This is an optimization exercise on Yosys and OpenROAD, whose aim is small area, not a production implementation.
The RTL was checked by simulation tests, not by an equivalence proof against the original design.
Power and IR drop assume default switching activity. The flow treats the clock pin as an ideal source, which a real chip does not have.

Design rvvi_trace_bridge, start of the top module:
module rvvi_trace_bridge #(
    parameter int FIFO_DEPTH = 4
) (
    input  logic                                      rvvi,
    input  logic                                      arst_n_i,
    input  logic                                      rvfi_valid_i,
    input  logic [rvvi_bridge_pkg::ORDER_W-1:0]       rvfi_order_i,
    input  logic [rvvi_bridge_pkg::XLEN-1:0]          rvfi_insn_i,
    input  logic [rvvi_bridge_pkg::XLEN-1:0]          rvfi_pc_rdata_i,
    input  logic [rvvi_bridge_pkg::XLEN-1:0]          rvfi_pc_wdata_i,
    input  logic                                      rvfi_trap_i,
    input  logic                                      rvfi_intr_i,
    input  logic [rvvi_bridge_pkg::REG_ADDR_W-1:0]    rvfi_rd_addr_i,
    input  logic [rvvi_bridge_pkg::XLEN-1:0]          rvfi_rd_wdata_i,
    input  logic [rvvi_bridge_pkg::MSTATUS_RAW_W-1:0] mstatus_raw_i,
    input  logic [rvvi_bridge_pkg::MIE_RAW_W-1:0]     mie_raw_i,
    input  logic [rvvi_bridge_pkg::MCAUSE_RAW_W-1:0]  mcause_raw_i,
    input  logic [rvvi_bridge_pkg::XLEN-1:0]          mscratch_i,
    input  logic [rvvi_bridge_pkg::XLEN-1:0]          mepc_i,
    output logic                                      beat_valid_o,
    output rvvi_bridge_pkg::beat_kind_e               beat_kind_o,
    output logic [rvvi_bridge_pkg::ORDER_W-1:0]       order_o,
    output logic [rvvi_bridge_pkg::XLEN-1:0]          insn_o,
    output logic [rvvi_bridge_pkg::XLEN-1:0]          pc_rdata_o,
    output logic [rvvi_bridge_pkg::XLEN-1:0]          pc_wdata_o,
    output logic                                      trap_o,
  ...
Size: roughly 3000 cells after synthesis, about 1600 flip-flops, ~570 I/O pins, roughly 55000 sq um of cells after synthesis.
export LEC_CHECK = 0
export CAP_MARGIN = 20
export CORE_MARGIN = 2
export CORE_UTILIZATION = 70
export SLEW_MARGIN = 20
create_clock -name core_clock -period 6.0 [get_ports {rvvi}]
standard.sh (not shown) runs the stock make flow with config.mk's settings and CLKGATE_MAP_FILE= SYNTH_SCRIPT=/design/flow/synth_recipe.tcl, a recipe that flattens the netlist after the stock synthesis.
==> flow/flow/run.sh <==
#!/bin/bash
# Standard ORFS layout (the standard.sh), with smaller port buffers and a clock tree
# built from smaller buffers without dummy loads.
set -euo pipefail
export BUFFER_PORTS_ARGS="-buffer_cell sky130_fd_sc_hd__buf_1"
export CTS_ARGS="-sink_clustering_enable -repair_clock_nets -dont_use_dummy_load -sink_clustering_size 20 -sink_clustering_max_diameter 60 -buf_list {sky130_fd_sc_hd__clkbuf_8}"
bash standard.sh > standard.log 2>&1
==> next run, changes <==
GPL_ROUTABILITY_DRIVEN = 0   (was default)
GPL_TIMING_DRIVEN = 0   (was default)
Outcome:
- area after synthesis does not change
- design area grows slightly
- routed wire length grows by a few percent
- global-route usage grows by 1.4 points
- die area is unchanged
- non-clock buffer count grows by 145
- core utilization grows by 1.2 points
- hold slack is worse by 0.055 ns
- synthesized cell count does not change
==> next run, changes <==
CAP_MARGIN = 0   (was 20)
GPL_ROUTABILITY_DRIVEN = default   (was 0)
GPL_TIMING_DRIVEN = default   (was 0)
SLEW_MARGIN = 0   (was 20)
After rerunning: Sequential share of layout area grows by 1.2 points; hold slack improves by 0.050 ns; worst setup slack is better by 0.39 ns; maximum frequency climbs by 8.3%; via count is lower by 3.3%; count of clock-buffer cells in the layout is higher by 1; design area came out lower by 1.5%; routed wire length drops by 4.6%; sequential cell count stays the same.


Setup of lane 1:
rvvi_trace_bridge, a different RTL version from the one above (not shown whole).
Size in the first run: roughly 3000 cells after synthesis, about 1600 flip-flops, about 570 I/O pins.
==> flow/config.mk <==
export PLATFORM = sky130hd
export DESIGN_NAME = rvvi_trace_bridge
export DESIGN_NICKNAME = rvvi_trace_bridge
export VERILOG_FILES = /design/flow/design.v
export SDC_FILE = /design/flow/constraint.sdc
export NUM_CORES = 4
export LEC_CHECK = 0
export CAP_MARGIN = 20
export CORE_MARGIN = 2
export CORE_UTILIZATION = 40
export SLEW_MARGIN = 20
==> flow/constraint.sdc <==
create_clock -name core_clock -period 6.0 [get_ports {rvvi}]
set_input_delay 1.2000 -clock core_clock [delete_from_list [all_inputs] [get_ports {rvvi}]]
set_output_delay 1.2000 -clock core_clock [all_outputs]
set_load 0.01 [all_outputs]
==> flow/flow/run.sh <==
#!/bin/bash
# Standard ORFS layout (the standard.sh), with smaller port buffers and a clock tree
# built from smaller buffers without dummy loads.
set -euo pipefail
export BUFFER_PORTS_ARGS="-buffer_cell sky130_fd_sc_hd__buf_1"
export CTS_ARGS="-sink_clustering_enable -repair_clock_nets -dont_use_dummy_load -buf_list {sky130_fd_sc_hd__clkbuf_4 sky130_fd_sc_hd__clkbuf_8}"
bash standard.sh > standard.log 2>&1
Per the final summary, lane 1 finished and its layout is clean on timing, DRC and antenna.
The inputs of lane 2 differ from those of lane 1 as listed below.
==> flow/run.sh (new file) <==
#!/bin/bash
# synth_recipe.tcl (not shown) runs the flow's synth.tcl, then flattens the netlist and writes it again
# the make line also repeats each setting of config.mk as NAME=value (left out here)
make -C /OpenROAD-flow-scripts/flow DESIGN_CONFIG=/design/flow/config.mk WORK_HOME=/design/flow/orfs CLKGATE_MAP_FILE= SYNTH_SCRIPT=/design/flow/synth_recipe.tcl finish
removed: flow/flow/run.sh
removed: flow/standard.sh
--- outcome ---
Sort lane 2 and lane 1 by final hold slack, ascending, and lane 1 comes first. Between lane 1 and lane 2, the flow reports total wire length increasing by a few percent. Cell count: lane 2 higher than lane 1. Diff lane 1 -> lane 2: number of max-cap violations level; count of clock-buffer cells in the layout moved down. Fmax was higher in the run labelled lane 1. Delta (lane 2 minus lane 1): post-route minimum period has increased; final setup slack of the worst path moved down; clock network fraction of design power rose 6.0 points.
Changes in lane 3 relative to lane 2:
Settings: a change of CORE_UTILIZATION from 40 to 70.
==> flow/flow/run.sh (new file) <==
#!/bin/bash
# Standard ORFS layout (the standard.sh), with smaller port buffers and a clock tree
# built from smaller buffers without dummy loads.
set -euo pipefail
export BUFFER_PORTS_ARGS="-buffer_cell sky130_fd_sc_hd__buf_1"
export CTS_ARGS="-sink_clustering_enable -repair_clock_nets -dont_use_dummy_load -sink_clustering_size 30 -sink_clustering_max_diameter 80 -buf_list {sky130_fd_sc_hd__clkbuf_16}"
bash standard.sh > standard.log 2>&1
==> flow/standard.sh (new file) <==
#!/bin/bash
# synth_recipe.tcl (not shown) runs the flow's synth.tcl, then flattens the netlist and writes it again
# the make line also repeats each setting of config.mk as NAME=value (left out here)
make -C /OpenROAD-flow-scripts/flow DESIGN_CONFIG=/design/flow/config.mk WORK_HOME=/design/flow/orfs CLKGATE_MAP_FILE= SYNTH_SCRIPT=/design/flow/synth_recipe.tcl "${@:-finish}"
removed: flow/run.sh
==> run notes <==
Lane 3 | status: complete | timing, DRC, antenna: pass. Lane 2 was carried through to the last stage, and its layout satisfied the timing, design-rule and antenna checks. Going from lane 2 to lane 3, setup slack saw an increase; maximum frequency saw an increase. Lane 2 -> lane 3: final cell count without fillers decreased by more than 10%. Lane 3 vs lane 2: via count down in lane 3. Diff lane 2 -> lane 3: instance area at placement lost 4600 sq um, routed metal-1 wire length lost about 18%.
## Diff of input files: lane 4 against lane 3
==> flow/flow/run.sh <==
#!/bin/bash
# Standard ORFS layout (the standard.sh), with smaller port buffers and a clock tree
# built from smaller buffers without dummy loads.
set -euo pipefail
export BUFFER_PORTS_ARGS="-buffer_cell sky130_fd_sc_hd__buf_1"
export CTS_ARGS="-sink_clustering_enable -repair_clock_nets -dont_use_dummy_load -sink_clustering_size 20 -sink_clustering_max_diameter 60 -buf_list {sky130_fd_sc_hd__clkbuf_8}"
bash standard.sh > standard.log 2>&1
Notes after the runs:
[compare] base=lane 3 new=lane 4: share of the synthesized netlist area taken by xor and xnor gates barely changed, power dropped 1.8%, wire length of the first global-routing pass climbed about 0.6%, maximum frequency barely changed.

[port drivers added, routing unchanged]
How much do the figures lean on ideal ports? The routed layouts below were timed once more, with nothing changed but the port constraints.
Step 1, drivers: a clkbuf_16 drives rvvi and a buf_2 each remaining input, both assumed.
Step 2 adds t to the input delays and takes it off the output delays; t is the mean of the earliest and latest rising clock arrival at the registers after step 1. Input paths then give back, and output paths get back, about the clock's delay inside the block.
Three values: no drivers, after step 1, after step 2; two values: the first two.
| run | t (ns) | setup slack, ns | worst setup path at the end | pins driven straight from the clock port |
|---|---|---|---|---|
| the first run of note 1 | 0.787 | 1.336 / 1.264 / 2.052 | register to output | 1 |
| the second run of note 1 | 0.800 | 0.961 / 0.889 / 1.689 | register to output | 1 |
| the third run of note 1 | 0.784 | 1.347 / 1.278 / 2.062 | register to output | 1 |
| lane 1 | 0.999 | 0.997 / 0.919 / 1.918 | register to output | 1 |
| lane 2 | 0.844 | 0.729 / 0.647 / 1.491 | register to output | 1 |
| lane 3 | 0.734 | 1.098 / 1.026 / 1.761 | register to output | 1 |
| lane 4 | 0.794 | 1.092 / 1.023 / 1.817 | register to output | 1 |
After both steps every run listed still meets setup and hold.
